This is an optimization exercise on Yosys and OpenROAD, whose aim is small area, not a production implementation. In this exercise RTL edits were held to simulation tests only and were not proved equivalent to the original. Power figures rest on the tool's default switching activity, not on a simulated workload.

### design/flow/design.v
module stream_parser #(
  parameter int NUM_STREAMS = 32,
  parameter int MAX_BYTES   = 37,
  parameter int QDEPTH      = 2
) (
  input  logic                   clk,
  input  logic                   reset,
  input  logic [31:0]            dataIn,
  input  logic                   dataIn_val,
  output logic                   dataIn_ready,
  input  logic                   dataIN_last,
  output logic [MAX_BYTES*8-1:0] dataOut,
  output logic [8:0]             dataOut_bytes,
  output logic [15:0]            dataOut_stream,
  output logic [31:0]            dataOut_seq,
  output logic                   dataOut_val,
  input  logic                   dataOut_ready,
  output logic                   packetLost,
  output logic                   lenError
);
  localparam int NW = (MAX_BYTES + 3) / 4;    
  typedef enum logic [2:0] {IDLE, GET_SEQ, GET_DATA, DRAIN, COMMIT} stateType;
  stateType    stateReg;
  logic        lenErrorReg;
  logic [5:0]  bytesReg;         
  logic [3:0]  wordReg;          
  logic [15:0] streamReg;
  logic [31:0] seqReg;
  logic [1:0]  cntReg;
  logic        rdReg;
  logic        slotLost [2];
  logic        phReg;
  logic [7:0]  payA [MAX_BYTES], payB [MAX_BYTES];
  logic [5:0]  bytesA, bytesB;
  logic [15:0] streamA, streamB;
  logic [31:0] seqA, seqB;
  logic [31:0] stageReg;
  logic [3:0]  stageGrp;
  logic        stageV;
  logic        inAsm, wrAtB, headAtA;
  logic        accept, push, pop, full, wr;
  logic [15:0] headerLen;
  logic        badLen, finalWord;
  logic [3:0]  lastWord;
  logic [4:0]  idx;
  logic [31:0] prevSeq;
  logic        lostNow;
  assign headerLen = dataIn[31:16];
  assign badLen    = (headerLen < 16'd9) || (headerLen > 16'(MAX_BYTES + 8));
  assign lastWord  = 4'((bytesReg - 6'd1) >> 2);
  assign finalWord = (wordReg == lastWord);
  assign full         = cntReg[1];
  assign dataIn_ready = (stateReg != COMMIT) && !((stateReg == GET_DATA) && full);
  assign accept       = dataIn_val && dataIn_ready;
  assign push         = (stateReg == COMMIT);
  assign pop          = dataOut_val && dataOut_ready;
  assign wr           = rdReg ^ cntReg[0];    
  always_ff @(posedge clk) begin
    if (reset) begin
      stateReg    <= IDLE;
      lenErrorReg <= 1'b0;
    end else begin
      lenErrorReg <= 1'b0;
      case (stateReg)
        IDLE: if (accept) begin
          if (dataIN_last) lenErrorReg <= 1'b1;
          else if (badLen) begin
            lenErrorReg <= 1'b1;
            stateReg    <= DRAIN;
          end else stateReg <= GET_SEQ;
        end
        GET_SEQ: if (accept) begin
          if (dataIN_last) begin
            lenErrorReg <= 1'b1;
            stateReg    <= IDLE;
          end else stateReg <= GET_DATA;
        end
        GET_DATA: if (accept) begin
          if (finalWord) begin
            if (dataIN_last) stateReg <= COMMIT;
            else begin
              lenErrorReg <= 1'b1;
              stateReg    <= DRAIN;
            end
          end else if (dataIN_last) begin
            lenErrorReg <= 1'b1;
            stateReg    <= IDLE;
          end
        end
        DRAIN: if (accept && dataIN_last) stateReg <= IDLE;
        default: stateReg <= IDLE;
      endcase
    end
  end
  always_ff @(posedge clk) begin
    if (stateReg == IDLE && accept) begin
      bytesReg  <= 6'(headerLen[5:0] - 6'd8);
      streamReg <= dataIn[15:0];
    end
    if (stateReg == GET_SEQ && accept) seqReg <= dataIn;
    if (stateReg == IDLE) wordReg <= '0;
    else if (stateReg == GET_DATA && accept) wordReg <= wordReg + 4'd1;
  end
  assign inAsm   = (stateReg == GET_DATA) && !full;
  assign wrAtB   = (phReg != wr);
  always_ff @(posedge clk) begin
    if (reset) headAtA <= 1'b1;
    else       headAtA <= (~phReg == (rdReg ^ pop));
  end
  logic [31:0] busE, busO;
  always_ff @(posedge clk) begin
    if (reset) begin
      phReg  <= 1'b0;
      stageV <= 1'b0;
    end else begin
      phReg  <= ~phReg;
      stageV <= accept && inAsm && !wrAtB;
    end
    stageReg <= dataIn;
    stageGrp <= wordReg;
  end
  assign busE = (stageV && !stageGrp[0]) ? stageReg : dataIn;
  assign busO = (stageV &&  stageGrp[0]) ? stageReg : dataIn;
  for (genvar b = 0; b < MAX_BYTES; b++) begin : gByte
    logic wen;
    assign wen = (inAsm && wrAtB && (wordReg == 4'(b / 4))) ||
                 (stageV && (stageGrp == 4'(b / 4)));
    always_ff @(posedge clk) begin
      payB[b] <= payA[b];
      if (wen) payA[b] <= ((b / 4) % 2 == 0) ? busE[31-8*(b%4) -: 8]
                                             : busO[31-8*(b%4) -: 8];
      else     payA[b] <= payB[b];
    end
  end
  always_ff @(posedge clk) begin
    bytesB  <= bytesA;
    streamB <= streamA;
    seqB    <= seqA;
    if ((inAsm || push) && wrAtB) begin
      bytesA  <= bytesReg;
      streamA <= streamReg;
      seqA    <= seqReg;
    end else begin
      bytesA  <= bytesB;
      streamA <= streamB;
      seqA    <= seqB;
    end
  end
  for (genvar s = 0; s < 2; s++) begin : gSlot
    always_ff @(posedge clk) begin
      if (push && wr == s) slotLost[s] <= lostNow;
    end
  end
  always_ff @(posedge clk) begin
    if (reset) begin
      cntReg <= '0;
      rdReg  <= 1'b0;
    end else begin
      cntReg <= cntReg + {1'b0, push} - {1'b0, pop};
      if (pop) rdReg <= ~rdReg;
    end
  end
  localparam int NRING = NUM_STREAMS / 4;
  logic [31:0] ring [NRING][4];
  logic [1:0]  rotReg, clrCnt;
  logic        lastValid, clr;
  logic        lastSlot;
  logic [4:0]  lastIdx, ridx;
  logic [31:0] lastSeq, seqM1, wrData;
  logic [31:0] portVal, capReg, src;
  logic        wAligned, aligned, hitLast;
  assign lastSlot = ~wr;
  assign lastIdx  = (phReg == lastSlot) ? streamA[4:0] : streamB[4:0];
  assign lastSeq  = (phReg == lastSlot) ? seqA : seqB;
  assign wAligned = (2'(lastIdx[1:0] + rotReg) == 2'd3);
  assign clr      = reset || (clrCnt != 2'd0);
  assign wrData   = ({32{!clr && (phReg == lastSlot)}} & seqA) |
                    ({32{!clr && (phReg != lastSlot)}} & seqB);
  for (genvar j = 0; j < NRING; j++) begin : gRing
    always_ff @(posedge clk) begin
      for (int q = 1; q < 4; q++) ring[j][q] <= ring[j][q-1];
      if (clr || (lastValid && wAligned && lastIdx[4:2] == 3'(j))) ring[j][0] <= wrData;
      else ring[j][0] <= ring[j][3];
    end
  end
  always_ff @(posedge clk) begin
    if (reset) clrCnt <= 2'd3;
    else if (clrCnt != 2'd0) clrCnt <= clrCnt - 2'd1;
  end
  always_ff @(posedge clk) begin
    if (reset) begin
      rotReg    <= '0;
      lastValid <= 1'b0;
    end else begin
      rotReg <= rotReg + 2'd1;
      if (push) lastValid <= 1'b1;
    end
  end
  assign ridx    = (stateReg == IDLE) ? dataIn[4:0] : streamReg[4:0];
  assign aligned = (2'(ridx[1:0] + rotReg) == 2'd0);
  assign portVal = ring[ridx[4:2]][0];
  always_ff @(posedge clk) begin
    if (aligned) capReg <= portVal;
  end
  assign idx     = streamReg[4:0];
  assign hitLast = lastValid && (lastIdx == idx);
  assign src     = aligned ? portVal : capReg;
  assign prevSeq = hitLast ? lastSeq : src;
  assign seqM1   = seqReg - 32'd1;
  assign lostNow = (prevSeq != seqM1);
  logic [5:0] headBytes;
  assign headBytes = headAtA ? bytesA : bytesB;
  for (genvar b = 0; b < MAX_BYTES; b++) begin : gOut
    logic keepA, keepB;
    assign keepA = (6'(b) < bytesA);
    assign keepB = (6'(b) < bytesB);
    assign dataOut[(MAX_BYTES-1-b)*8 +: 8] =
      ({8{keepA && headAtA}} & payA[b]) | ({8{keepB && !headAtA}} & payB[b]);
  end
  assign dataOut_val    = (cntReg != 2'd0);
  assign dataOut_bytes  = {3'b000, headBytes};
  assign dataOut_stream = headAtA ? streamA : streamB;
  assign dataOut_seq    = headAtA ? seqA : seqB;
  assign packetLost     = slotLost[rdReg];
  assign lenError       = lenErrorReg;
endmodule
### design/flow/flow/run.sh
#!/bin/bash
# The standard layout (standard.sh: the ORFS flow with the standard
# synthesis, unchanged) with a few OpenROAD options changed:
#  - the buffers Yosys/ABC put in are removed at floorplan, as placement
#    repair re-buffers what needs it;
#  - every input and output port still gets its own buffer, a buf_1;
#  - the clock tree uses clkbuf_8 buffers, sink clusters of up to 16 and
#    no dummy loads.
# ORFS's own logs stay under orfs/logs; the make output goes to standard.log.
set -euo pipefail
export REMOVE_ABC_BUFFERS=1
export BUFFER_PORTS_ARGS="-buffer_cell sky130_fd_sc_hd__buf_1"
export CTS_ARGS="-sink_clustering_enable -repair_clock_nets -dont_use_dummy_load -buf_list {sky130_fd_sc_hd__clkbuf_8} -sink_clustering_size 16 -sink_clustering_max_diameter 50"
bash standard.sh > standard.log 2>&1
### design/flow/standard.sh
#!/bin/bash
# synth_recipe.tcl (not shown) runs the flow's synth.tcl, then flattens the netlist and writes it again
# the make line also repeats each setting of config.mk as NAME=value (left out here)
make -C /OpenROAD-flow-scripts/flow DESIGN_CONFIG=/design/flow/config.mk WORK_HOME=/design/flow/orfs CLKGATE_MAP_FILE= SYNTH_SCRIPT=/design/flow/synth_recipe.tcl "${@:-finish}"
### design/flow/config.mk
export PLATFORM = sky130hd
export DESIGN_NAME = stream_parser
export DESIGN_NICKNAME = stream_parser
export VERILOG_FILES = /design/flow/design.v
export SDC_FILE = /design/flow/constraint.sdc
export NUM_CORES = 4
export LEC_CHECK = 0
export CAP_MARGIN = 10
export CORE_MARGIN = 2
export CORE_UTILIZATION = 55
export GPL_TIMING_DRIVEN = 0
export SLEW_MARGIN = 10
### design/flow/constraint.sdc
create_clock -name core_clock -period 6.0 [get_ports {clk}]
set_input_delay 1.2000 -clock core_clock [delete_from_list [all_inputs] [get_ports {clk}]]
set_output_delay 1.2000 -clock core_clock [all_outputs]
set_load 0.01 [all_outputs]
==> tab_implementation.tex, run 1 <==
\begin{tabular}{lr}
\hline
Metric & Value \\
\hline
\multicolumn{2}{l}{\textbf{Worst setup path}} \\
\quad Slowest stage cell on the critical path & or4\_1 \\
\quad Worst endpoint required time & between 6000 and 7000 ps \\
\quad Most used cell, CP & o21ai\_0 \\
\quad Worst path top cell family by delay & simple AND/OR/NAND/NOR gates \\
\quad Maximum fanout along the worst path & 21 \\
\quad WP data arrival & 5990 ps \\
\quad Nature of the critical path endpoint & flop \\
\quad Maximum single-stage delay on the critical path & 660 ps \\
\quad Number of buffers and inverters on the critical path & 0 \\
\quad Type of the worst setup path & reg -> reg \\
\quad CP cell instances & nor3\_2 > o21ai\_0 > ha\_1 > xnor2\_1 > and4b\_1 > or2\_2 > o21ai\_0 > o21ai\_2 > xor2\_1 > nand4\_1 > or4\_1 > a221oi\_2 > o2111ai\_1 \\
\quad Type of element launching the critical path & flop \\
\multicolumn{2}{l}{\textbf{Clock network}} \\
\quad Source-to-sink clock delay at the later pin of the worst-skew pair & approximately 860 ps \\
\quad Worst-path clk slew & around 90 ps \\
\quad \# Post-CTS Setup Buffers & 0 \\
\quad CTS tree & done \\
\quad Root Driver & clkbuf\_8 \\
\quad Clock tree buffer depth & 3 \\
\quad Htree depth & 4 \\
\quad Number of clock sinks seen by CTS & about 1900 \\
\quad Total of hold buffers inserted after clock tree synthesis & 0 \\
\quad Number of buffers added by the clock tree synthesis step & about 150 \\
\multicolumn{2}{l}{\textbf{Die}} \\
\quad Core Footprint & a little under 0.1 mm\^{}2 \\
\quad Effective utilization at floorplan & a little under three fifths \\
\quad Std-Cell Rows & approximately 120 \\
\quad Chip height & $\sim$320 um \\
\quad Die width & 320 um \\
\quad Number of ports placed on the die boundary & just under 400 \\
\quad Total Die Area & a little over 0.1 mm\^{}2 \\
\multicolumn{2}{l}{\textbf{Synthesis}} \\
\quad Portion of synthesized cell area occupied by the leading cell type & $\sim$66\% \\
\quad Post-synthesis sequential area ratio & between 60\% and 70\% \\
\quad Count of unique library cells instantiated by Yosys & 86 \\
\quad Mean cell area of the mapped netlist & approximately 12 um\^{}2 \\
\quad Most area-hungry cell type in the Yosys netlist & dfxtp\_1 \\
\quad Count of mapped cells out of synthesis & $\sim$4600 \\
\quad Synthesis warning total & 5 \\
\quad Main flop type after synthesis & dfxtp\_1 \\
\quad EDFF count, synth & 56 \\
\quad Netlist Area Pre-Place & around 0.055 mm\^{}2 \\
\quad Async S/R FF share, synth & 0\% \\
\quad Number of register bits inferred by synthesis & 1867 \\
\quad Cells taking the most area after synthesis & dfxtp\_1 (66\%), a22o\_1 (4.8\%), nor2\_1 (4.5\%) \\
\multicolumn{2}{l}{\textbf{STA}} \\
\quad Clk\_skew & approximately 65 ps \\
\quad Worst slew margin & between 10\% and 20\% \\
\quad Timing-limited maximum frequency & between 150 and 200 MHz \\
\quad Setup TNS after final layout & 0 ps \\
\quad Share of the cycle needed by the critical path after routing & a little over 90\% \\
\quad Fin. max-slew vios & 0 \\
\quad Setup repair after global routing missed its margin & no \\
\quad Final hold violation count & 0 \\
\quad Final number of setup-violating endpoints & 0 \\
\quad Post-layout min period & 5560 ps \\
\quad WHS & 269 ps \\
\quad Measured slew at the worst slew-check pin & roughly 1300 ps \\
\multicolumn{2}{l}{\textbf{Final layout}} \\
\quad Signed area change from the synthesized netlist to the final layout & 10.1\% \\
\quad Area of all placed cells without fillers & between 0.06 and 0.07 mm\^{}2 \\
\quad Final core area utilization & around three fifths \\
\quad Share of final-layout standard cells stronger than drive strength 1 & between 7 and 8\% \\
\quad Fin nets & 5022 \\
\multicolumn{2}{l}{\textbf{Placed design}} \\
\quad Count of port buffers added during placement & 390 \\
\quad Weighted congestion reported at the end of routability-driven placement & 0.920 \\
\quad Post-detailed-placement cell area & around 0.06 mm\^{}2 \\
\quad HPWL after DPL & approximately 110000 um \\
\multicolumn{2}{l}{\textbf{Drt}} \\
\quad Number of vias per cell & $\sim$5.6 \\
\quad Number of DRC violations after detailed routing & 0 \\
\quad Wirelength per Cell & between 20 and 25 um \\
\quad Total iterations of the first detailed-routing run & 9 \\
\quad Routed wire length & between 150000 and 200000 um \\
\quad Total via count in the routed design & 35400 \\
\quad DRC violation total after the first TritonRoute iteration & between 2000 and 3000 \\
\quad Post-route ant nets & 0 \\
\multicolumn{2}{l}{\textbf{Global routing}} \\
\quad Number of antenna violations at the first check in global routing & 13 \\
\quad Largest net degree at the start of global routing & 69 \\
\quad Grt total ovfl & 0 \\
\quad GR Util All Layers & $\sim$29\% \\
\quad First-pass GRT wire length & 225000 um \\
\quad Vias in the first global route & roughly 34000 \\
\multicolumn{2}{l}{\textbf{Power}} \\
\quad Static power due to leakage & 22.9 nW \\
\quad Power per cell area & between 400 and 500 mW/mm\^{}2 \\
\quad Worst VDD drop & around 0.27 mV \\
\multicolumn{2}{l}{\textbf{Min path}} \\
\quad Class of the worst hold path & reg -> reg \\
\multicolumn{2}{l}{\textbf{Run}} \\
\quad Max-capacitance violation count & 0 \\
\multicolumn{2}{l}{\textbf{Outcome}} \\
\quad Run status & complete, no violations \\
\hline
\end{tabular}
==> metal layers <==
metal	vias to the layer above	global-route usage (%)	routed length (um)
met5	-	0	71
met4	12	11.7	5860
met3	291	7.82	10600
met2	1008	48.4	72600
met1	17200	37.1	64600
li1	16900	-	-
==> synthesized netlist by cell type (all sizes together), types with 57 or more instances <==
| cell type | count |
|---|---|
| a21oi | 365 |
| buf | 81 |
| xnor2 | 57 |
| mux2 | 109 |
| clkbuf | 162 |
| nor2 | 665 |
| o21ai | 96 |
| a211oi | 263 |
| dfxtp | 1811 |
| nand2 | 80 |
| mux2i | 122 |
| a22oi | 64 |
| a22o | 304 |
==> placed cells by master (no fill, tap or decap), types with 64 or more instances in the layout <==
cell type,instances
a211oi_1,262
a21oi_1,362
a22o_1,300
a22oi_1,64
buf_1,390
clkbuf_8,152
dfxtp_1,1810
mux2_2,107
mux2i_1,111
nand2_1,79
nor2_1,656
o21ai_0,82
==> report_power, final <==
| part | switching, mW | leakage, nW | total, mW | internal (mW) |
|---|---|---|---|---|
| clock network | 3.76 | 1.09 | 6.03 | 2.27 |
| logic | 5.21 | 6.26 | 7.74 | 2.53 |
| registers | 0.655 | 15.6 | 13.9 | 13.2 |
==> worst paths after layout <==
path / startpoint / to / slack, ps / cells after the start
min: ring[18][28]$_DFF_P_ / ring[19][28]$_DFF_P_ / 270 / 0
min reg2reg: ring[18][28]$_DFF_P_ / ring[19][28]$_DFF_P_ / 270 / 0
max reg2reg: stateReg[0]$_SDFFE_PP0P_ / slotLost[1]$_DFFE_PP_ / 440 / 13
max: stateReg[0]$_SDFFE_PP0P_ / slotLost[1]$_DFFE_PP_ / 440 / 13
==> per-stage QoR <==
step                worst slack (ps)  cells  power, mW
finish                           436   6262       27.6
global route                     131   6257       28.7
CTS                             39.2   6256       27.8
detailed placement              -386   6104       21.8
global placement               -9100   6047       21.7
floorplan                      -1280   4370       18.2
==> area by class of cell <==
cell class	count	area (um^2)
Multi-Input combinational cell	2463	16100
Fill cell	8258	38200
Timing Repair Buffer	447	2610
Sequential cell	1867	37900
Antenna cell	6	15.0
Tap cell	1287	1610
Clock buffer	152	2090
Inverter	40	154
==> logic make-up (layout without fill, tap and decap cells) <==
group	count (synthesis)	after routing	share of synthesized area, %
DFF	1867	1867	69.0
AOI/OAI and AO/OA	1207	1207	15.3
and+or+nand+nor	913	913	7.10
buffers and inverters	283	639	2.14
muxes	231	231	4.55
xor gates and xnor gates	95	95	1.53
adders and majority gates	14	14	0.319
other	1	9	0.00682
==> registers in the layout, summed over array words and instances, names as in the netlist, 2 cells and up <==
signal,count
rotReg,2
stageReg,32
clrCnt,2
ring,1024
bytesA,6
streamReg,16
capReg,32
bytesReg,6
slotLost,2
bytesB,6
seqB,32
streamA,16
stateReg,3
payB,296
seqA,32
wordReg,4
streamB,16
payA,296
seqReg,32
stageGrp,4
cntReg,2
==> repair_timing <==
item / CTS / global route
gates resized for setup: 2 / 1
endpoints found under the hold margin: 0 / 0
setup endpoints to repair: 7 / 8
pin swaps: 0 / 0
==> run 2: changes to the inputs <==
--- a/design/flow/flow/run.sh
+++ b/design/flow/flow/run.sh
@@ -12,3 +12,3 @@
 export BUFFER_PORTS_ARGS="-buffer_cell sky130_fd_sc_hd__buf_1"
-export CTS_ARGS="-sink_clustering_enable -repair_clock_nets -dont_use_dummy_load -buf_list {sky130_fd_sc_hd__clkbuf_8} -sink_clustering_size 16 -sink_clustering_max_diameter 50"
+export CTS_ARGS="-sink_clustering_enable -repair_clock_nets -dont_use_dummy_load -buf_list {sky130_fd_sc_hd__clkbuf_8} -sink_clustering_size 20 -sink_clustering_max_diameter 50"
 bash standard.sh > standard.log 2>&1
==> run 2 against run 1 <==
Effect of this change:
- fmax decreased by 1.1%
- synthesized cell count unchanged
- area after synthesis unchanged
- design area shrank 0.23%
- flip-flop and latch count unchanged
- global-route usage fell by 0.096 points
- core utilization fell by 0.14 points
- critical path depth did not move
- critical path type unchanged
- largest cell class unchanged
==> tab_implementation.tex, run 2 <==
\begin{tabular}{lr}
\hline
Metric & Value \\
\hline
\multicolumn{2}{l}{\textbf{Placed design}} \\
\quad HPWL after DPL & between 100000 and 150000 um \\
\quad Post-detailed-placement cell area & about 0.058 mm\^{}2 \\
\quad Post-placement worst setup slack & -386 ps \\
\quad Count of port buffers added during placement & slightly below 400 \\
\quad Weighted congestion reported at the end of routability-driven placement & between 0.9 and 1 \\
\multicolumn{2}{l}{\textbf{Global routing}} \\
\quad Vias in the first global route & about 34000 \\
\quad First-pass GRT wire length & between 200000 and 250000 um \\
\quad Number of antenna violations at the first check in global routing & 14 \\
\quad GR Util All Layers & about 30\% \\
\quad Largest net degree at the start of global routing & a little under 70 \\
\quad Grt total ovfl & 0 \\
\multicolumn{2}{l}{\textbf{Worst setup path}} \\
\quad FF-to-FF Start & stateReg[0]\$\_SDFFE\_PP0P\_ \\
\quad Nature of the critical path endpoint & flop \\
\quad Type of element launching the critical path & flop \\
\quad WP data arrival & roughly 6000 ps \\
\quad Most used cell, CP & o21ai\_0 \\
\quad Worst endpoint required time & $\sim$6400 ps \\
\quad Number of buffers and inverters on the critical path & 0 \\
\quad Type of the worst setup path & reg -> reg \\
\quad Slowest stage cell on the critical path & or4\_1 \\
\quad Startpoint of the most critical setup path & stateReg[0]\$\_SDFFE\_PP0P\_ \\
\quad Maximum single-stage delay on the critical path & 670 ps \\
\quad Maximum fanout along the worst path & 21 \\
\quad CP cell instances & nor3\_2 > o21ai\_0 > ha\_1 > xnor2\_1 > and4b\_1 > or2\_2 > o21ai\_0 > o21ai\_2 > xor2\_1 > nand4\_1 > or4\_1 > a221oi\_2 > o2111ai\_1 \\
\quad Worst path top cell family by delay & simple AND/OR/NAND/NOR gates \\
\multicolumn{2}{l}{\textbf{Min path}} \\
\quad Class of the worst hold path & reg -> reg \\
\quad Hold path startpoint & ring[14][14]\$\_DFF\_P\_ \\
\multicolumn{2}{l}{\textbf{STA}} \\
\quad Setup TNS after final layout & 0 ps \\
\quad Fin. max-slew vios & 0 \\
\quad Share of the cycle needed by the critical path after routing & 93.8\% \\
\quad Worst slew margin & around an eighth \\
\quad Clk\_skew & $\sim$88 ps \\
\quad Setup repair after global routing missed its margin & no \\
\quad Minimum setup slack in the final design & roughly 370 ps \\
\quad Measured slew at the worst slew-check pin & approximately 1300 ps \\
\quad Post-layout min period & 5630 ps \\
\quad Timing-limited maximum frequency & between 150 and 200 MHz \\
\quad WHS & between 200 and 300 ps \\
\quad Final number of setup-violating endpoints & 0 \\
\quad Final hold violation count & 0 \\
\multicolumn{2}{l}{\textbf{Drt}} \\
\quad Number of vias per cell & about 5.6 \\
\quad Routed wire length on met3 & a little over 10000 um \\
\quad Post-route ant nets & 0 \\
\quad Routed metal-1 wirelength & around 65000 um \\
\quad Number of DRC violations after detailed routing & 0 \\
\quad Top routing layer used & met5 \\
\quad Routed wire length & roughly 150000 um \\
\quad Total via count in the routed design & approximately 35000 \\
\quad Total iterations of the first detailed-routing run & 5 \\
\quad DRC violation total after the first TritonRoute iteration & around 2500 \\
\quad Wirelength per Cell & between 20 and 25 um \\
\quad Met2 layer wire length in the routed design & 72400 um \\
\multicolumn{2}{l}{\textbf{Synthesis}} \\
\quad Count of mapped cells out of synthesis & around 4600 \\
\quad EDFF count, synth & 56 \\
\quad Simple-gate share of the synthesized area & approximately 7.1\% \\
\quad Count of unique library cells instantiated by Yosys & 86 \\
\quad Fraction of the mapped netlist area in adder cells & less than 1\% \\
\quad Mean cell area of the mapped netlist & 11.9 um\^{}2 \\
\quad Multiplexer area fraction after synthesis & approximately 4.6\% \\
\quad Synthesis warning total & 5 \\
\quad Largest family of logic cells by synthesized area & compound AO/OA/AOI/OAI gates \\
\quad Cells taking the most area after synthesis & dfxtp\_1 (66\%), a22o\_1 (4.8\%), nor2\_1 (4.5\%) \\
\quad Post-synthesis sequential area ratio & between 60\% and 70\% \\
\quad Complex-gate fraction of the synthesized area & 15.3\% \\
\quad Number of register bits inferred by synthesis & between 1500 and 2000 \\
\quad Portion of synthesized cell area occupied by the leading cell type & approximately 66\% \\
\quad Most area-hungry cell type in the Yosys netlist & dfxtp\_1 \\
\quad Most used standard cells in the synthesized netlist & dfxtp\_1 (1811), nor2\_1 (664), a21oi\_1 (365) \\
\quad Async S/R FF share, synth & 0\% \\
\quad Main flop type after synthesis & dfxtp\_1 \\
\quad Post-synthesis xor/xnor area fraction & under 10\% \\
\quad Netlist Area Pre-Place & around 0.055 mm\^{}2 \\
\quad Most repeated cell in the gate-level netlist after synthesis & dfxtp\_1 \\
\multicolumn{2}{l}{\textbf{Power}} \\
\quad Int Power & 17.9 mW \\
\quad Net switching power of the design & 9.56 mW \\
\quad Switching part of the total power & 34.9\% \\
\quad Logic pwr share & between 20 and 30\% \\
\quad Sequential fraction of design power & 50.5\% \\
\quad Worst VDD drop & 0.259 mV \\
\quad Static power due to leakage & 22.9 nW \\
\quad Power per cell area & 454 mW/mm\^{}2 \\
\quad Clock share of power & between 20\% and 30\% \\
\multicolumn{2}{l}{\textbf{Final layout}} \\
\quad Share of final-layout standard cells stronger than drive strength 1 & 7.56\% \\
\quad Fin nets & approximately 5000 \\
\quad Top Registers & ring (1024), payA (296), payB (296) \\
\quad Commonest cells after routing, fill and taps aside & dfxtp\_1 (1810), nor2\_1 (656), buf\_1 (390), a21oi\_1 (362), a22o\_1 (300) \\
\quad Most common cell after layout, fill and taps aside & dfxtp\_1 \\
\quad Max FFs per register & slightly above 1000 \\
\quad Signed area change from the synthesized netlist to the final layout & 9.90\% \\
\quad Register with the highest flop count & ring \\
\quad Area of all placed cells without fillers & between 0.06 and 0.07 mm\^{}2 \\
\quad Final core area utilization & 61.2\% \\
\multicolumn{2}{l}{\textbf{Clock network}} \\
\quad Number of buffers added by the clock tree synthesis step & around 140 \\
\quad CTS tree & done \\
\quad Clock tree buffer depth & 3 \\
\quad Source-to-sink clock delay at the later pin of the worst-skew pair & 880 ps \\
\quad Root Driver & clkbuf\_8 \\
\quad Number of clock sinks seen by CTS & approximately 1900 \\
\quad \# Post-CTS Setup Buffers & 0 \\
\quad Htree depth & 4 \\
\quad Worst-path clk slew & about 100 ps \\
\multicolumn{2}{l}{\textbf{Die}} \\
\quad Std-Cell Rows & between 100 and 150 \\
\quad Die width & 320 um \\
\quad Number of ports placed on the die boundary & approximately 390 \\
\quad Effective utilization at floorplan & a little under three fifths \\
\quad Chip height & 320 um \\
\quad Total Die Area & 0.102 mm\^{}2 \\
\quad Core Footprint & roughly 0.1 mm\^{}2 \\
\multicolumn{2}{l}{\textbf{Outcome}} \\
\quad Run status & complete, no violations \\
\multicolumn{2}{l}{\textbf{Run}} \\
\quad Max-capacitance violation count & 0 \\
\hline
\end{tabular}
run 2: kinds of logic (layout without fill, tap and decap cells):
| logic type | count (synthesis) | in the layout |
|---|---|---|
| fa+ha+maj | 14 | 14 |
| xor+xnor | 95 | 95 |
| flops | 1867 | 1867 |
| compound gates | 1207 | 1207 |
| simple gates | 913 | 913 |
| buf+inv | 283 | 629 |
| other cells | 1 | 9 |
| mux | 231 | 231 |
run 2: what timing repair did:
action	CTS	global route
hold buffers	0	0
setup endpoints to repair	10	10
gates resized for setup	2	1
cloned	0	0
run 2: worst register-to-register path: stages (launching register included):
cell	delay, ps
dfxtp_1	510
nor3_2	570
o21ai_0	170
ha_1	220
xnor2_1	280
and4b_1	440
or2_2	640
o21ai_0	250
o21ai_2	320
xor2_1	200
nand4_1	220
or4_1	670
a221oi_2	280
o2111ai_1	420
run 2: through the flow:
stage,instances,total power [mW]
floorplan,4370,18.2
global placement,6047,21.7
detailed placement,6104,21.8
CTS,6246,27.6
global route,6248,28.5
finish,6252,27.4
run 2: worst paths after layout:
path / cells past startpoint / slack [ps] / endpoint
setup / recovery: 13 / 370 / slotLost[1]$_DFFE_PP_
hold / removal: 0 / 270 / ring[15][14]$_DFF_P_
setup reg to reg: 13 / 370 / slotLost[1]$_DFFE_PP_
hold reg to reg: 0 / 270 / ring[15][14]$_DFF_P_
run 2: layer usage:
layer  vias to the layer above  GRT usage, %
li1                      16900             -
met1                     17100          37.2
met2                      1019          48.3
met3                       284          7.36
met4                        12          11.5
met5                         -             0
run 2: cell type report:
cell class | count | area (um^2)
fill | 8286 | 38300
sequential | 1867 | 37900
multi-input combinational | 2463 | 16100
timing repair buffer | 447 | 2610
clock buffer | 142 | 1950
tap | 1287 | 1610
inverter | 40 | 154
antenna | 6 | 15.0
run 2: power groups by stage:
stage	combinational, mW	clock [mW]	sequential [mW]
2_1_floorplan	4.33	0	13.9
3_3_place_gp	7.55	0	14.1
3_5_place_dp	7.70	0	14.1
4_1_cts	7.75	5.98	13.8
5_1_grt	8.10	6.45	14.0
6_report	7.74	5.83	13.9
==> run 3: changes to the inputs <==
--- a/design/flow/flow/run.sh
+++ b/design/flow/flow/run.sh
@@ -6,3 +6,3 @@
 #  - every input and output port still gets its own buffer, a buf_1;
-#  - the clock tree uses clkbuf_8 buffers, sink clusters of up to 16 and
+#  - the clock tree uses clkbuf_8 buffers, sink clusters of up to 20 and
 #    no dummy loads.
==> run 3 against run 2 <==
Effect of this change:
- still clean on timing, DRC and antenna
- worst setup slack is the same
- synthesized cell count is the same
- cell count is the same
- combinational power is essentially flat
- design area is the same
- critical path depth is the same
- critical path type unchanged
- critical endpoint unchanged
- largest cell class unchanged
==> tab_implementation.tex, run 3 <==
\begin{tabular}{lr}
\hline
Metric & Value \\
\hline
\multicolumn{2}{l}{\textbf{Drt}} \\
\quad Post-route ant nets & 0 \\
\quad Number of DRC violations after detailed routing & 0 \\
\quad Routed wire length & 153000 um \\
\quad Total via count in the routed design & roughly 35000 \\
\quad DRC violation total after the first TritonRoute iteration & 2486 \\
\quad Total iterations of the first detailed-routing run & 5 \\
\quad Number of vias per cell & $\sim$5.6 \\
\quad Wirelength per Cell & roughly 25 um \\
\multicolumn{2}{l}{\textbf{Clock network}} \\
\quad Clock tree buffer depth & 3 \\
\quad Worst-path clk slew & around 100 ps \\
\quad Number of clock sinks seen by CTS & between 1500 and 2000 \\
\quad Htree depth & 4 \\
\quad Root Driver & clkbuf\_8 \\
\quad CTS tree & done \\
\quad Total of hold buffers inserted after clock tree synthesis & 0 \\
\quad Source-to-sink clock delay at the later pin of the worst-skew pair & about 900 ps \\
\quad Number of buffers added by the clock tree synthesis step & about 140 \\
\multicolumn{2}{l}{\textbf{Worst setup path}} \\
\quad CP cell instances & nor3\_2 > o21ai\_0 > ha\_1 > xnor2\_1 > and4b\_1 > or2\_2 > o21ai\_0 > o21ai\_2 > xor2\_1 > nand4\_1 > or4\_1 > a221oi\_2 > o2111ai\_1 \\
\quad Nature of the critical path endpoint & flop \\
\quad WP data arrival & about 6000 ps \\
\quad Length in cells of the worst reg-to-reg path & 13 \\
\quad Maximum single-stage delay on the critical path & around 670 ps \\
\quad Type of the worst setup path & reg -> reg \\
\quad Maximum fanout along the worst path & 21 \\
\quad Most used cell, CP & o21ai\_0 \\
\quad Setup slack on the worst flop-to-flop path & 370 ps \\
\quad Type of element launching the critical path & flop \\
\quad Slowest stage cell on the critical path & or4\_1 \\
\quad Endpoint of the lowest-slack register-to-register path & slotLost[1]\$\_DFFE\_PP\_ \\
\quad Worst endpoint required time & about 6400 ps \\
\quad FF-to-FF Start & stateReg[0]\$\_SDFFE\_PP0P\_ \\
\multicolumn{2}{l}{\textbf{Placed design}} \\
\quad Post-placement worst setup slack & -386 ps \\
\quad Count of port buffers added during placement & a little under 400 \\
\quad Weighted congestion reported at the end of routability-driven placement & 0.920 \\
\quad HPWL after DPL & between 100000 and 150000 um \\
\multicolumn{2}{l}{\textbf{Global routing}} \\
\quad GR Util All Layers & 29.4\% \\
\quad Grt total ovfl & 0 \\
\quad Vias in the first global route & $\sim$34000 \\
\quad Number of antenna violations at the first check in global routing & 14 \\
\quad Largest net degree at the start of global routing & 69 \\
\quad First-pass GRT wire length & $\sim$220000 um \\
\multicolumn{2}{l}{\textbf{Synthesis}} \\
\quad Fraction of the mapped netlist area in adder cells & less than 1\% \\
\quad Simple-gate share of the synthesized area & approximately 7.1\% \\
\quad Most area-hungry cell type in the Yosys netlist & dfxtp\_1 \\
\quad Mean cell area of the mapped netlist & $\sim$12 um\^{}2 \\
\quad Most used standard cells in the synthesized netlist & dfxtp\_1 (1811), nor2\_1 (664), a21oi\_1 (365) \\
\quad Most repeated cell in the gate-level netlist after synthesis & dfxtp\_1 \\
\quad Complex-gate fraction of the synthesized area & 15.3\% \\
\quad Multiplexer area fraction after synthesis & approximately 4.6\% \\
\quad Post-synthesis sequential area ratio & $\sim$69\% \\
\quad EDFF count, synth & 56 \\
\quad Netlist Area Pre-Place & 0.0550 mm\^{}2 \\
\quad Count of mapped cells out of synthesis & around 4600 \\
\quad Count of unique library cells instantiated by Yosys & 86 \\
\quad Main flop type after synthesis & dfxtp\_1 \\
\quad Largest family of logic cells by synthesized area & compound AO/OA/AOI/OAI gates \\
\quad Number of register bits inferred by synthesis & $\sim$1900 \\
\quad Portion of synthesized cell area occupied by the leading cell type & 66.0\% \\
\quad Async S/R FF share, synth & 0\% \\
\quad Synthesis warning total & 5 \\
\quad Post-synthesis xor/xnor area fraction & under 10\% \\
\quad Cells taking the most area after synthesis & dfxtp\_1 (66\%), a22o\_1 (4.8\%), nor2\_1 (4.5\%) \\
\multicolumn{2}{l}{\textbf{Die}} \\
\quad Total Die Area & 0.102 mm\^{}2 \\
\quad Chip height & 320 um \\
\quad Die width & 320 um \\
\quad Number of ports placed on the die boundary & 394 \\
\quad Std-Cell Rows & 115 \\
\quad Effective utilization at floorplan & a little under three fifths \\
\quad Core Footprint & 0.0987 mm\^{}2 \\
\multicolumn{2}{l}{\textbf{STA}} \\
\quad Fin. max-slew vios & 0 \\
\quad Final number of setup-violating endpoints & 0 \\
\quad Setup TNS after final layout & 0 ps \\
\quad Share of the cycle needed by the critical path after routing & between 90\% and 100\% \\
\quad Post-layout min period & about 5600 ps \\
\quad Timing-limited maximum frequency & between 150 and 200 MHz \\
\quad Clk\_skew & 88.1 ps \\
\quad Worst slew margin & 12.3\% \\
\quad Setup repair after global routing missed its margin & no \\
\quad Measured slew at the worst slew-check pin & about 1300 ps \\
\quad Minimum setup slack in the final design & approximately 370 ps \\
\quad Final hold violation count & 0 \\
\multicolumn{2}{l}{\textbf{Min path}} \\
\quad Hold path startpoint & ring[14][14]\$\_DFF\_P\_ \\
\quad Class of the worst hold path & reg -> reg \\
\quad Worst hold path stage count & 0 \\
\quad Min-Delay Endpoint & ring[15][14]\$\_DFF\_P\_ \\
\multicolumn{2}{l}{\textbf{Final layout}} \\
\quad Fin nets & approximately 5000 \\
\quad Layout fillers & 8286 \\
\quad Max FFs per register & a little over 1000 \\
\quad Commonest cells after routing, fill and taps aside & dfxtp\_1 (1810), nor2\_1 (656), buf\_1 (390), a21oi\_1 (362), a22o\_1 (300) \\
\quad Share of final-layout standard cells stronger than drive strength 1 & 7.56\% \\
\quad Signed area change from the synthesized netlist to the final layout & 9.90\% \\
\quad Most common cell after layout, fill and taps aside & dfxtp\_1 \\
\quad Top Registers & ring (1024), payA (296), payB (296) \\
\quad Register with the highest flop count & ring \\
\multicolumn{2}{l}{\textbf{Power}} \\
\quad Static power due to leakage & around 23 nW \\
\quad Worst VDD drop & $\sim$0.26 mV \\
\quad Power per cell area & between 400 and 500 mW/mm\^{}2 \\
\multicolumn{2}{l}{\textbf{Run}} \\
\quad Max-capacitance violation count & 0 \\
\multicolumn{2}{l}{\textbf{Outcome}} \\
\quad Run status & complete, no violations \\
\hline
\end{tabular}
[run 3: final cells by class]
cell class / count / area, um^2 / area share [%]
repair buffers: 447 / 2610 / 4.31
well taps: 1287 / 1610 / 2.67
diodes: 6 / 15.0 / 0.0249
clock buffers: 142 / 1950 / 3.24
multi-input cells: 2463 / 16100 / 26.7
flip-flops and latches: 1867 / 37900 / 62.8
inverters: 40 / 154 / 0.255
[run 3: metal layers]
metal	wire (um)	GRT usage [%]	share of wire, %	vias to the layer above
li1	-	-	-	16900
met1	64800	37.2	42	17100
met2	72400	48.3	47	1019
met3	10300	7.36	6.7	284
met4	5880	11.5	3.8	12
met5	69	0	0.045	-
[run 3: how the worst max path moves through the flow]
stage | slack, ps | end | startpoint | depth (start not counted)
after floorplan | -1280 | ring[12][0]$_DFF_P_ | rdReg$_SDFFE_PP0P_ | 11
after global placement | -9100 | seqA[22]$_DFF_P_ | rdReg$_SDFFE_PP0P_ | 4
after detailed placement | -390 | slotLost[1]$_DFFE_PP_ | dataIn[0] | 14
after CTS | 5 | dataOut[155] | headAtA$_SDFF_PP1_ | 6
after global routing | 100 | slotLost[1]$_DFFE_PP_ | stateReg[0]$_SDFFE_PP0P_ | 13
final | 370 | slotLost[1]$_DFFE_PP_ | stateReg[0]$_SDFFE_PP0P_ | 13
[run 3: worst max-delay path: cells and delay by family (launching register included)]
family	cells	cell delay, ps
AO/OA/AOI/OAI	5	1420
XOR/XNOR	2	480
adder cells (fa/ha/maj)	1	220
flip-flops	1	510
AND/OR/NAND/NOR	5	2530
[run 3: where the power goes]
| group | total [mW] | internal, mW | switching (mW) |
|---|---|---|---|
| Sequential | 13.9 | 13.2 | 0.655 |
| Combinational | 7.74 | 2.53 | 5.21 |
| Clock | 5.83 | 2.13 | 3.70 |
| Total | 27.4 | 17.9 | 9.56 |
[run 3: cells by family (layout without fill, tap and decap cells)]
family / count (synthesis) / in the layout
AO/OA/AOI/OAI: 1207 / 1207
multiplexers: 231 / 231
XOR/XNOR: 95 / 95
flip-flops: 1867 / 1867
adder cells (fa/ha/maj): 14 / 14
other: 1 / 9
buffers and inverters: 283 / 629
AND/OR/NAND/NOR: 913 / 913
[run 3: repair_timing]
item / CTS / global route
gates cloned: 0 / 0
setup buffers: 0 / 0
setup endpoints to repair: 10 / 10
hold endpoints to repair: 0 / 0
resized for setup: 2 / 1
pin swaps: 0 / 0
[run 3: metrics by stage]
step / std cells / area [um^2] / hold slack [ps] / util [%] / total power [mW]
6_report: 6252 / 60400 / 273 / 61.2 / 27.4
5_1_grt: 6248 / 60400 / 269 / 61.2 / 28.5
4_1_cts: 6246 / 60400 / 267 / 61.2 / 27.6
3_5_place_dp: 6104 / 58400 / 312 / 59.2 / 21.8
3_3_place_gp: 6047 / 57000 / 310 / 57.8 / 21.7
2_1_floorplan: 4370 / 53900 / 310 / - / 18.2
==> run 4: changes to the inputs <==
--- a/design/flow/config.mk
+++ b/design/flow/config.mk
@@ -9,3 +9,3 @@
 export CORE_MARGIN = 2
-export CORE_UTILIZATION = 55
+export CORE_UTILIZATION = 68
 export GPL_TIMING_DRIVEN = 0
==> run 4 against run 3 <==
Effect of this change:
- register-to-register slack about the same
- synthesized cell count did not move
- wire length decreased by 3.1%
- sequential power barely moved
- clock power down 2%
- clock skew down 8.9 ps
- worst hold slack lost 3.2 ps
- core utilization up 13 points
- design area fell by 0.78%
- worst setup slack better by 14 ps
- combinational power about the same
- largest power group unchanged
==> tab_implementation.tex, run 4 <==
\begin{tabular}{lr}
\hline
Metric & Value \\
\hline
\multicolumn{2}{l}{\textbf{Outcome}} \\
\quad Run status & complete, no violations \\
\multicolumn{2}{l}{\textbf{STA}} \\
\quad Final number of setup-violating endpoints & 0 \\
\quad Timing-limited maximum frequency & approximately 180 MHz \\
\quad Worst slew margin & a little under an eighth \\
\quad Clk\_skew & $\sim$79 ps \\
\quad Fin. max-slew vios & 0 \\
\quad Post-layout min period & around 5600 ps \\
\quad Setup TNS after final layout & 0 ps \\
\quad Share of the cycle needed by the critical path after routing & roughly 94\% \\
\quad Setup repair after global routing missed its margin & no \\
\quad Final hold violation count & 0 \\
\quad Measured slew at the worst slew-check pin & between 1000 and 1500 ps \\
\multicolumn{2}{l}{\textbf{Die}} \\
\quad Die width & approximately 290 um \\
\quad Effective utilization at floorplan & 68.4\% \\
\quad Core Footprint & $\sim$0.08 mm\^{}2 \\
\quad Std-Cell Rows & about 100 \\
\quad Number of ports placed on the die boundary & between 300 and 400 \\
\quad Chip height & about 290 um \\
\quad Total Die Area & slightly above 0.08 mm\^{}2 \\
\multicolumn{2}{l}{\textbf{Synthesis}} \\
\quad Main flop type after synthesis & dfxtp\_1 \\
\quad Complex-gate fraction of the synthesized area & between 10\% and 20\% \\
\quad Fraction of the mapped netlist area in adder cells & 0.319\% \\
\quad Count of unique library cells instantiated by Yosys & 86 \\
\quad Portion of synthesized cell area occupied by the leading cell type & 66.0\% \\
\quad Number of register bits inferred by synthesis & around 1900 \\
\quad Most used standard cells in the synthesized netlist & dfxtp\_1 (1811), nor2\_1 (664), a21oi\_1 (365) \\
\quad Post-synthesis sequential area ratio & around 69\% \\
\quad Synthesis warning total & 5 \\
\quad Mean cell area of the mapped netlist & 11.9 um\^{}2 \\
\quad Count of mapped cells out of synthesis & about 4600 \\
\quad Post-synthesis xor/xnor area fraction & 1.53\% \\
\quad Netlist Area Pre-Place & approximately 0.055 mm\^{}2 \\
\quad Simple-gate share of the synthesized area & under 10\% \\
\quad Cells taking the most area after synthesis & dfxtp\_1 (66\%), a22o\_1 (4.8\%), nor2\_1 (4.5\%) \\
\quad Most repeated cell in the gate-level netlist after synthesis & dfxtp\_1 \\
\quad Largest family of logic cells by synthesized area & compound AO/OA/AOI/OAI gates \\
\quad Async S/R FF share, synth & 0\% \\
\quad Multiplexer area fraction after synthesis & 4.55\% \\
\quad Most area-hungry cell type in the Yosys netlist & dfxtp\_1 \\
\quad EDFF count, synth & between 50 and 60 \\
\multicolumn{2}{l}{\textbf{Final layout}} \\
\quad Top Registers & ring (1024), payA (296), payB (296) \\
\quad Max FFs per register & 1024 \\
\quad Most common cell after layout, fill and taps aside & dfxtp\_1 \\
\quad Register with the highest flop count & ring \\
\quad Signed area change from the synthesized netlist to the final layout & 9.04\% \\
\quad Commonest cells after routing, fill and taps aside & dfxtp\_1 (1810), nor2\_1 (656), buf\_1 (390), a21oi\_1 (363), a22o\_1 (300) \\
\quad Fin nets & between 5000 and 6000 \\
\quad Final cell count without fillers & roughly 6000 \\
\quad Share of final-layout standard cells stronger than drive strength 1 & roughly 7.4\% \\
\multicolumn{2}{l}{\textbf{Clock network}} \\
\quad Number of clock sinks seen by CTS & about 1900 \\
\quad CTS tree & done \\
\quad Source-to-sink clock delay at the later pin of the worst-skew pair & around 800 ps \\
\quad Number of buffers added by the clock tree synthesis step & approximately 140 \\
\quad Clock tree buffer depth & 3 \\
\quad Htree depth & 4 \\
\quad Post-CTS sizing & 1 \\
\quad Root Driver & clkbuf\_8 \\
\quad \# Post-CTS Setup Buffers & 0 \\
\quad Total of hold buffers inserted after clock tree synthesis & 0 \\
\quad Worst-path clk slew & 110 ps \\
\multicolumn{2}{l}{\textbf{Drt}} \\
\quad Routed wire length & $\sim$150000 um \\
\quad Total via count in the routed design & 36400 \\
\quad Post-route ant nets & 0 \\
\quad Number of DRC violations after detailed routing & 0 \\
\quad Number of vias per cell & between 6 and 7 \\
\quad Wirelength per Cell & approximately 25 um \\
\quad DRC violation total after the first TritonRoute iteration & between 2000 and 3000 \\
\quad Total iterations of the first detailed-routing run & 6 \\
\multicolumn{2}{l}{\textbf{Worst setup path}} \\
\quad Worst endpoint required time & around 6400 ps \\
\quad WP data arrival & just under 6000 ps \\
\quad Type of the worst setup path & reg -> reg \\
\quad Type of element launching the critical path & flop \\
\quad Maximum fanout along the worst path & 21 \\
\quad Nature of the critical path endpoint & flop \\
\multicolumn{2}{l}{\textbf{Power}} \\
\quad Worst VDD drop & 0.348 mV \\
\quad Static power due to leakage & $\sim$23 nW \\
\quad Power per cell area & between 400 and 500 mW/mm\^{}2 \\
\multicolumn{2}{l}{\textbf{Global routing}} \\
\quad Largest net degree at the start of global routing & 70 \\
\quad Grt total ovfl & 0 \\
\quad GR Util All Layers & between 30\% and 40\% \\
\quad Number of antenna violations at the first check in global routing & 7 \\
\quad First-pass GRT wire length & 219000 um \\
\quad Vias in the first global route & 35400 \\
\multicolumn{2}{l}{\textbf{Placed design}} \\
\quad HPWL after DPL & 103000 um \\
\quad Placed cell count & between 5000 and 6000 \\
\quad Count of port buffers added during placement & just under 400 \\
\quad Weighted congestion reported at the end of routability-driven placement & 0.994 \\
\multicolumn{2}{l}{\textbf{Min path}} \\
\quad Class of the worst hold path & reg -> reg \\
\multicolumn{2}{l}{\textbf{Run}} \\
\quad Max-capacitance violation count & 0 \\
\hline
\end{tabular}
==> run 4: final cells by class <==
| cell class | instances | area (um^2) |
|---|---|---|
| flip-flops and latches | 1867 | 37900 |
| fillers | 5474 | 20400 |
| multi-input cells | 2463 | 16100 |
| repair buffers | 443 | 2500 |
| clock buffers | 138 | 1900 |
| well taps | 1060 | 1330 |
| inverters | 40 | 151 |
| diodes | 2 | 5.00 |
==> run 4: worst paths after layout <==
check	startpoint	to	slack, ps	depth (start not counted)
max	stateReg[2]$_SDFFE_PP0P_	slotLost[0]$_DFFE_PP_	390	13
min	ring[24][5]$_DFF_P_	ring[25][5]$_DFF_P_	270	0
max reg2reg	stateReg[2]$_SDFFE_PP0P_	slotLost[0]$_DFFE_PP_	390	13
min reg2reg	ring[24][5]$_DFF_P_	ring[25][5]$_DFF_P_	270	0
==> run 4: kinds of logic (layout without fill, tap and decap cells) <==
group | after synthesis | count (layout)
other cells | 1 | 5
xor+xnor | 95 | 95
fa+ha+maj | 14 | 14
mux | 231 | 231
buf+inv | 283 | 621
simple gates | 913 | 913
flops | 1867 | 1867
compound gates | 1207 | 1207
==> run 4: power by group <==
part           internal [mW]  switching (mW)  leakage, nW  total (mW)
clock                   2.07            3.64        0.992        5.71
sequential              13.2           0.660         15.6        13.9
combinational           2.51            5.21         6.22        7.72
total                   17.8            9.51         22.8        27.3
==> run 4: layer usage <==
| layer | share of wire [%] | track usage, % | up-vias |
|---|---|---|---|
| met2 | 46 | 56.4 | 1417 |
| met5 | 0.035 | 0 | - |
| met3 | 7.9 | 9.00 | 401 |
| li1 | - | - | 16800 |
| met1 | 40 | 43.9 | 17700 |
| met4 | 5.6 | 18.2 | 10 |
==> run 4: stage by stage <==
step	util [%]	power (mW)	hold slack, ps	area, um^2	setup WS [ps]
after floorplan	-	18.2	310	53900	-1280
after global placement	70.7	21.5	310	56700	-7820
after detailed placement	72.2	21.6	312	58000	-269
after CTS	74.6	27.1	262	59900	386
after global routing	74.6	28.2	249	59900	204
final	74.6	27.3	269	59900	387
==> run 4: worst max-delay path, cell delays in order, from the launching register on <==
cell	delay, ps
dfxtp_1	500
nor3_2	440
o21ai_0	160
ha_1	210
xnor2_1	280
and4b_1	390
or2_1	980
o21ai_0	220
o21ai_1	400
xor2_1	290
nand3_1	100
or4_1	470
a221oi_2	290
o2111ai_1	430
==> run 5: changes to the inputs <==
--- a/design/flow/config.mk
+++ b/design/flow/config.mk
@@ -7,3 +7,3 @@
 export LEC_CHECK = 0
-export CAP_MARGIN = 10
+export CAP_MARGIN = 3
 export CORE_MARGIN = 2
@@ -11,2 +11,2 @@
 export GPL_TIMING_DRIVEN = 0
-export SLEW_MARGIN = 10
+export SLEW_MARGIN = 3
==> run 5 against run 4 <==
Effect of this change:
- first-iteration DRC count grew 2.9%
- power is essentially flat
- combinational power shrank 0.5%
- die area is the same
- worst hold slack gained 4.0 ps
- critical endpoint unchanged
- cell count is essentially flat
- clock power is essentially flat
- core utilization shrank 0.10 points
==> tab_implementation.tex, run 5 <==
\begin{tabular}{lr}
\hline
Metric & Value \\
\hline
\multicolumn{2}{l}{\textbf{Outcome}} \\
\quad Run status & complete, no violations \\
\multicolumn{2}{l}{\textbf{Worst setup path}} \\
\quad Worst endpoint required time & roughly 6400 ps \\
\quad WP data arrival & around 5900 ps \\
\quad Maximum fanout along the worst path & 21 \\
\quad Type of element launching the critical path & flop \\
\quad Nature of the critical path endpoint & flop \\
\quad Type of the worst setup path & reg -> reg \\
\multicolumn{2}{l}{\textbf{Global routing}} \\
\quad Number of antenna violations at the first check in global routing & 9 \\
\quad Grt total ovfl & 0 \\
\quad Largest net degree at the start of global routing & 76 \\
\quad Met3 track demand over resource & under 10\% \\
\quad Vias in the first global route & between 30000 and 40000 \\
\quad GR Util met1 & around 44\% \\
\quad Most utilized layer in the global route result & met2 \\
\quad GR Util All Layers & approximately a third \\
\quad First-pass GRT wire length & around 220000 um \\
\quad Global-route track usage on met2 & around 56\% \\
\multicolumn{2}{l}{\textbf{Clock network}} \\
\quad Post-CTS sizing & 1 \\
\quad \# Post-CTS Setup Buffers & 0 \\
\quad Number of clock sinks seen by CTS & roughly 1900 \\
\quad Clock tree buffer depth & 3 \\
\quad Source-to-sink clock delay at the later pin of the worst-skew pair & just over 800 ps \\
\quad Htree depth & 4 \\
\quad Number of buffers added by the clock tree synthesis step & between 100 and 150 \\
\quad Total of hold buffers inserted after clock tree synthesis & 0 \\
\quad Worst-path clk slew & $\sim$90 ps \\
\quad CTS tree & done \\
\quad Root Driver & clkbuf\_8 \\
\multicolumn{2}{l}{\textbf{STA}} \\
\quad Clk\_skew & roughly 77 ps \\
\quad Post-layout min period & around 5600 ps \\
\quad Share of the cycle needed by the critical path after routing & approximately 93\% \\
\quad Fin. max-slew vios & 0 \\
\quad Final hold violation count & 0 \\
\quad Timing-limited maximum frequency & approximately 180 MHz \\
\quad Final number of setup-violating endpoints & 0 \\
\quad Minimum setup slack in the final design & 425 ps \\
\quad Setup repair after global routing missed its margin & no \\
\quad Worst slew margin & about 6\% \\
\quad Measured slew at the worst slew-check pin & around 1400 ps \\
\multicolumn{2}{l}{\textbf{Placed design}} \\
\quad Weighted congestion reported at the end of routability-driven placement & just under 1 \\
\quad HPWL after DPL & roughly 100000 um \\
\quad Post-placement worst setup slack & -276 ps \\
\quad Count of port buffers added during placement & 390 \\
\quad Post-detailed-placement cell area & roughly 0.058 mm\^{}2 \\
\multicolumn{2}{l}{\textbf{Power}} \\
\quad Net switching power of the design & 9.50 mW \\
\quad Worst VDD drop & $\sim$0.31 mV \\
\quad Sequential fraction of design power & 50.8\% \\
\quad Static power due to leakage & approximately 23 nW \\
\quad Clock share of power & around a fifth \\
\quad Switching part of the total power & about a third \\
\quad Logic pwr share & 28.2\% \\
\quad Power per cell area & between 400 and 500 mW/mm\^{}2 \\
\quad Int Power & roughly 18 mW \\
\multicolumn{2}{l}{\textbf{Drt}} \\
\quad Wirelength per Cell & 24.7 um \\
\quad Number of DRC violations after detailed routing & 0 \\
\quad DRC violation total after the first TritonRoute iteration & between 2000 and 3000 \\
\quad Post-route ant nets & 0 \\
\quad Routed wire length & 148000 um \\
\quad Total via count in the routed design & $\sim$36000 \\
\quad Number of vias per cell & roughly 6.0 \\
\quad Total iterations of the first detailed-routing run & 6 \\
\multicolumn{2}{l}{\textbf{Final layout}} \\
\quad Most common cell after layout, fill and taps aside & dfxtp\_1 \\
\quad Share of final-layout standard cells stronger than drive strength 1 & $\sim$7.2\% \\
\quad Final core area utilization & approximately 75\% \\
\quad Signed area change from the synthesized netlist to the final layout & 8.90\% \\
\quad Commonest cells after routing, fill and taps aside & dfxtp\_1 (1810), nor2\_1 (656), buf\_1 (390), a21oi\_1 (363), a22o\_1 (300) \\
\quad Register with the highest flop count & ring \\
\quad Max FFs per register & 1024 \\
\quad Fin nets & 5001 \\
\quad Top Registers & ring (1024), payA (296), payB (296) \\
\quad Area of all placed cells without fillers & between 0.05 and 0.06 mm\^{}2 \\
\multicolumn{2}{l}{\textbf{Synthesis}} \\
\quad EDFF count, synth & 56 \\
\quad Synthesis warning total & 5 \\
\quad Most used standard cells in the synthesized netlist & dfxtp\_1 (1811), nor2\_1 (664), a21oi\_1 (365) \\
\quad Cells taking the most area after synthesis & dfxtp\_1 (66\%), a22o\_1 (4.8\%), nor2\_1 (4.5\%) \\
\quad Count of unique library cells instantiated by Yosys & 86 \\
\quad Netlist Area Pre-Place & 0.0550 mm\^{}2 \\
\quad Mean cell area of the mapped netlist & 11.9 um\^{}2 \\
\quad Most repeated cell in the gate-level netlist after synthesis & dfxtp\_1 \\
\quad Main flop type after synthesis & dfxtp\_1 \\
\quad Count of mapped cells out of synthesis & 4611 \\
\quad Portion of synthesized cell area occupied by the leading cell type & around two thirds \\
\quad Number of register bits inferred by synthesis & 1867 \\
\quad Most area-hungry cell type in the Yosys netlist & dfxtp\_1 \\
\quad Post-synthesis sequential area ratio & between 60\% and 70\% \\
\quad Async S/R FF share, synth & 0\% \\
\multicolumn{2}{l}{\textbf{Die}} \\
\quad Total Die Area & 0.0831 mm\^{}2 \\
\quad Chip height & $\sim$290 um \\
\quad Die width & roughly 290 um \\
\quad Number of ports placed on the die boundary & between 300 and 400 \\
\quad Effective utilization at floorplan & around two thirds \\
\quad Core Footprint & 0.0803 mm\^{}2 \\
\quad Std-Cell Rows & between 100 and 150 \\
\multicolumn{2}{l}{\textbf{Run}} \\
\quad Max-capacitance violation count & 0 \\
\multicolumn{2}{l}{\textbf{Min path}} \\
\quad Class of the worst hold path & reg -> reg \\
\hline
\end{tabular}
[run 5: final timing paths]
| path | from | to | slack (ps) | cells past startpoint |
|---|---|---|---|---|
| setup / recovery | stateReg[0]$_SDFFE_PP0P_ | slotLost[0]$_DFFE_PP_ | 430 | 14 |
| hold / removal | ring[18][30]$_DFF_P_ | ring[19][30]$_DFF_P_ | 270 | 0 |
| setup reg to reg | stateReg[0]$_SDFFE_PP0P_ | slotLost[0]$_DFFE_PP_ | 430 | 14 |
| hold reg to reg | ring[18][30]$_DFF_P_ | ring[19][30]$_DFF_P_ | 270 | 0 |
[run 5: final cells by class]
class	count	area [um^2]
antenna	4	10.0
clock buffer	139	1910
fill	5555	20400
inverter	40	151
multi-input combinational	2463	16000
sequential	1867	37900
tap	1060	1330
timing repair buffer	439	2450
[run 5: critical path: stages, from the launching register on]
cell and delay, ps:
dfxtp_1 730, nor3_2 120, nand2_1 90, o21ai_0 90, ha_1 190, xnor2_1 280, and4b_1 380, or2_1 1020
o21ai_0 280, o21ai_2 250, xor2_1 160, nand4_1 160, or4_1 620, a221oi_2 300, o2111ai_1 430
[run 5: power groups by stage]
| stage | logic, mW | clock network, mW | registers, mW |
|---|---|---|---|
| final | 7.68 | 5.72 | 13.9 |
| after global routing | 8.02 | 6.20 | 13.9 |
| after detailed placement | 7.50 | 0 | 14.1 |
| after CTS | 7.56 | 5.76 | 13.8 |
| after global placement | 7.38 | 0 | 14.1 |
| after floorplan | 4.33 | 0 | 13.9 |
[run 5: metal layers]
layer,vias to the layer above,wire (um),share of wire [%]
met5,-,72,0.049
met3,407,11500,7.7
li1,16800,-,-
met1,17600,60400,41
met4,12,8200,5.5
met2,1361,68100,46
[run 5: per-stage QoR]
stage / TNS [ps] / power (mW) / hold slack, ps / std cells
after floorplan: -322300 / 18.2 / 310 / 4370
after global placement: -3416390 / 21.5 / 310 / 5820
after detailed placement: -552 / 21.6 / 312 / 5868
after CTS: 0 / 27.1 / 276 / 6007
after global routing: 0 / 28.2 / 283 / 6010
final: 0 / 27.3 / 273 / 6012
[run 5: cells by family (layout without fill, tap and decap cells)]
logic type | after synthesis | in the layout | synth area share [%]
buf+inv | 283 | 618 | 2.14
fa+ha+maj | 14 | 14 | 0.319
flops | 1867 | 1867 | 69.0
simple gates | 913 | 913 | 7.10
xor+xnor | 95 | 95 | 1.53
other cells | 1 | 7 | 0.00682
compound gates | 1207 | 1207 | 15.3
mux | 231 | 231 | 4.55
==> run 6: changes to the inputs <==
--- a/design/flow/config.mk
+++ b/design/flow/config.mk
@@ -7,6 +7,6 @@
 export LEC_CHECK = 0
-export CAP_MARGIN = 3
+export CAP_MARGIN = 7
 export CORE_MARGIN = 2
-export CORE_UTILIZATION = 68
+export CORE_UTILIZATION = 78
 export GPL_TIMING_DRIVEN = 0
-export SLEW_MARGIN = 3
+export SLEW_MARGIN = 7
==> run 6 against run 5 <==
Effect of this change:
- non-clock buffer count rose by 5
- largest power group unchanged
- combinational power is 0.8% higher
- critical path type is now in -> reg
- power is 0.14% lower
- count of clock-buffer cells in the layout down 9
- area after synthesis stayed put
- global-route usage grew 6.5 points
- clock skew up 5.6 ps
- fmax rose by 0.21%
- critical endpoint is now slotLost[1]$_DFFE_PP_
- largest cell class unchanged
- first-iteration DRC count up 45%
==> tab_implementation.tex, run 6 <==
\begin{tabular}{lr}
\hline
Metric & Value \\
\hline
\multicolumn{2}{l}{\textbf{Outcome}} \\
\quad Run status & complete, no violations \\
\multicolumn{2}{l}{\textbf{Clock network}} \\
\quad Worst-path clk slew & $\sim$120 ps \\
\quad Number of buffers added by the clock tree synthesis step & 130 \\
\quad CTS tree & done \\
\quad Root Driver & clkbuf\_8 \\
\quad Total of hold buffers inserted after clock tree synthesis & 0 \\
\quad Htree depth & 4 \\
\quad \# Post-CTS Setup Buffers & 0 \\
\quad Number of clock sinks seen by CTS & about 1900 \\
\multicolumn{2}{l}{\textbf{Worst setup path}} \\
\quad Stages on the worst setup path & 12 \\
\quad Endpoint of the lowest-slack register-to-register path & slotLost[1]\$\_DFFE\_PP\_ \\
\quad Maximum fanout along the worst path & 19 \\
\quad Nature of the critical path endpoint & flop \\
\quad CP cell instances & buf\_1 > nand3b\_1 > mux2i\_4 > buf\_16 > a22oi\_1 > and4\_1 > o21ai\_2 > xor2\_1 > nand4\_1 > or4\_1 > a221oi\_2 > o2111ai\_1 \\
\quad Type of the worst setup path & in -> reg \\
\quad Maximum single-stage delay on the critical path & between 900 and 1000 ps \\
\quad WP data arrival & approximately 5900 ps \\
\quad Setup slack on the worst flop-to-flop path & slightly above 600 ps \\
\quad FF-to-FF Start & stateReg[2]\$\_SDFFE\_PP0P\_ \\
\quad Length in cells of the worst reg-to-reg path & 14 \\
\multicolumn{2}{l}{\textbf{Power}} \\
\quad Power per cell area & around 460 mW/mm\^{}2 \\
\quad Worst VDD drop & about 0.52 mV \\
\quad Switching part of the total power & 35.2\% \\
\quad Int Power & roughly 18 mW \\
\quad Logic pwr share & 28.4\% \\
\quad Clock share of power & a little over 20\% \\
\multicolumn{2}{l}{\textbf{Die}} \\
\quad Total Die Area & around 0.073 mm\^{}2 \\
\quad Die width & 269 um \\
\quad Effective utilization at floorplan & about four fifths \\
\quad Chip height & about 270 um \\
\multicolumn{2}{l}{\textbf{Placed design}} \\
\quad Weighted congestion reported at the end of routability-driven placement & around 0.97 \\
\quad Post-detailed-placement cell area & approximately 0.058 mm\^{}2 \\
\quad Count of port buffers added during placement & just under 400 \\
\multicolumn{2}{l}{\textbf{Synthesis}} \\
\quad Count of mapped cells out of synthesis & 4611 \\
\quad Number of register bits inferred by synthesis & between 1500 and 2000 \\
\quad Synthesis warning total & 5 \\
\quad Post-synthesis sequential area ratio & 69.0\% \\
\quad Portion of synthesized cell area occupied by the leading cell type & around two thirds \\
\quad EDFF count, synth & 56 \\
\quad Cells taking the most area after synthesis & dfxtp\_1 (66\%), a22o\_1 (4.8\%), nor2\_1 (4.5\%) \\
\quad Most used standard cells in the synthesized netlist & dfxtp\_1 (1811), nor2\_1 (664), a21oi\_1 (365) \\
\quad Mean cell area of the mapped netlist & approximately 12 um\^{}2 \\
\quad Main flop type after synthesis & dfxtp\_1 \\
\quad Most repeated cell in the gate-level netlist after synthesis & dfxtp\_1 \\
\multicolumn{2}{l}{\textbf{STA}} \\
\quad Share of the cycle needed by the critical path after routing & between 90\% and 100\% \\
\quad WHS & $\sim$280 ps \\
\quad Timing-limited maximum frequency & 180 MHz \\
\quad Post-layout min period & between 5000 and 6000 ps \\
\quad Minimum setup slack in the final design & 437 ps \\
\quad Final hold violation count & 0 \\
\quad Measured slew at the worst slew-check pin & between 1000 and 1500 ps \\
\quad Clk\_skew & between 80 and 90 ps \\
\quad Worst slew margin & under 10\% \\
\multicolumn{2}{l}{\textbf{Global routing}} \\
\quad Most utilized layer in the global route result & met2 \\
\quad GR Util met1 & 50.7\% \\
\quad Vias in the first global route & 37400 \\
\quad Global-route track usage on met2 & between 60\% and 70\% \\
\quad Met3 track demand over resource & between 10\% and 20\% \\
\multicolumn{2}{l}{\textbf{Drt}} \\
\quad Total via count in the routed design & 38000 \\
\quad Routed wire length & between 150000 and 200000 um \\
\quad Total iterations of the first detailed-routing run & 7 \\
\quad Wirelength per Cell & roughly 26 um \\
\quad Number of vias per cell & roughly 6.4 \\
\multicolumn{2}{l}{\textbf{Final layout}} \\
\quad Layout fillers & roughly 3700 \\
\quad Max FFs per register & roughly 1000 \\
\quad Share of final-layout standard cells stronger than drive strength 1 & between 7 and 8\% \\
\quad Total area of sequential cells & 0.0379 mm\^{}2 \\
\quad Signed area change from the synthesized netlist to the final layout & 8.62\% \\
\quad Most common cell after layout, fill and taps aside & dfxtp\_1 \\
\quad Multi-input gate area in the final layout & about 0.016 mm\^{}2 \\
\quad Register with the highest flop count & ring \\
\hline
\end{tabular}
[run 6: cell count changes in the layout (fill, tap and decap cells not counted), sizes merged]
cell,previous run,this run
clkbuf,139,132
diode,4,8
buf,439,442
[run 6: layer usage]
metal,part of all wire [%],vias to the layer above,routed length (um)
li1,-,16800,-
met1,37,18500,57700
met2,46,2096,71100
met3,9.7,615,15000
met4,6.8,6,10400
met5,0.029,-,45
[run 6: cell families after synthesis]
kind of cell / share of synthesized area, %
adders and majority gates: 0.319
muxes: 4.55
AOI/OAI and AO/OA: 15.3
buffers and inverters: 2.14
other: 0.00682
and+or+nand+nor: 7.10
xor gates and xnor gates: 1.53
DFF: 69.0
[run 6: worst min-delay path by stage]
stage                         startpoint              endpoint  slack (ps)  cells after the start
floorplan             ring[9][0]$_DFF_P_   ring[10][0]$_DFF_P_         310                      0
detailed placement  ring[10][25]$_DFF_P_  ring[11][25]$_DFF_P_         310                      0
finish              ring[13][30]$_DFF_P_  ring[14][30]$_DFF_P_         280                      0
global route        ring[13][30]$_DFF_P_  ring[14][30]$_DFF_P_         270                      0
CTS                  ring[1][10]$_DFF_P_   ring[2][10]$_DFF_P_         280                      0
global placement    ring[25][21]$_DFF_P_  ring[26][21]$_DFF_P_         310                      0
[run 6: per-stage QoR]
step / power, mW / std cells / utilization (%)
after detailed placement: 21.6 / 5753 / 82.8
final: 27.2 / 5892 / 85.4
after global routing: 27.9 / 5889 / 85.4
after CTS: 26.9 / 5883 / 85.3
after floorplan: 18.2 / 4370 / -
after global placement: 21.4 / 5700 / 80.9
[run 6: cell type report]
type / count / area share, %
Clock buffer: 130 / 3.00
Multi-Input combinational cell: 2463 / 26.9
Timing Repair Buffer: 444 / 4.31
Inverter: 40 / 0.254
Antenna cell: 8 / 0.0335
Sequential cell: 1867 / 63.6
Tap cell: 940 / 1.97
[run 6: power groups by stage]
stage                     combinational (mW)  sequential [mW]  clock (mW)
after floorplan                         4.33             13.9           0
after global placement                  7.23             14.1           0
after detailed placement                7.42             14.1           0
after CTS                               7.51             13.9        5.55
after global routing                    7.98             14.0        5.98
final                                   7.74             13.9        5.58
[run 6: what timing repair did]
| action | 4_1_cts | 5_1_grt |
|---|---|---|
| setup endpoints to repair | 8 | 2 |
| cloned | 0 | 0 |
| resized for setup | 1 | 1 |

what the ideal ports hide:
The flow's constraints put no driver on any port. The routed layouts listed below were extracted and timed again, unchanged, in two steps.
Step 1 (the two cells are an assumption about what drives the block):
set clk [get_ports {clk}]
set_driving_cell -lib_cell sky130_fd_sc_hd__clkbuf_16 $clk
set_driving_cell -lib_cell sky130_fd_sc_hd__buf_2 [delete_from_list [all_inputs] $clk]
Step 2 adds t to the input delays and takes it off the output delays; t is the mean of the earliest and latest rising clock arrival at the registers after step 1. Input paths then give back, and output paths get back, about the clock's delay inside the block.
a / b / c = ideal / step 1 / step 2; a / b = the first two.
| run | t (ns) | setup WS [ns] | hold WS [ns] | latest minus earliest clock arrival (ns) |
|---|---|---|---|---|
| run 1 | 0.901 | 0.436 / 0.436 / -0.116 | 0.269 / 0.269 / 0.269 | 0.068 / 0.069 |
| run 2 | 0.909 | 0.373 / 0.373 / -0.195 | 0.273 / 0.273 / 0.273 | 0.089 / 0.090 |
| run 3 | 0.909 | 0.373 / 0.373 / -0.195 | 0.273 / 0.273 / 0.273 | 0.089 / 0.090 |
| run 4 | 0.856 | 0.387 / 0.387 / -0.323 | 0.269 / 0.269 / 0.269 | 0.097 / 0.096 |
| run 5 | 0.871 | 0.425 / 0.362 / -0.304 | 0.273 / 0.273 / 0.273 | 0.100 / 0.100 |
| run 6 | 0.869 | 0.437 / 0.433 / -0.422 | 0.276 / 0.276 / 0.276 | 0.087 / 0.088 |
Met with ideal ports but missed after step 2: setup timing in every run listed. For run 6, which loses most, drivers alone change the setup slack by -0.004 ns; drivers and shift together by -0.859 ns.
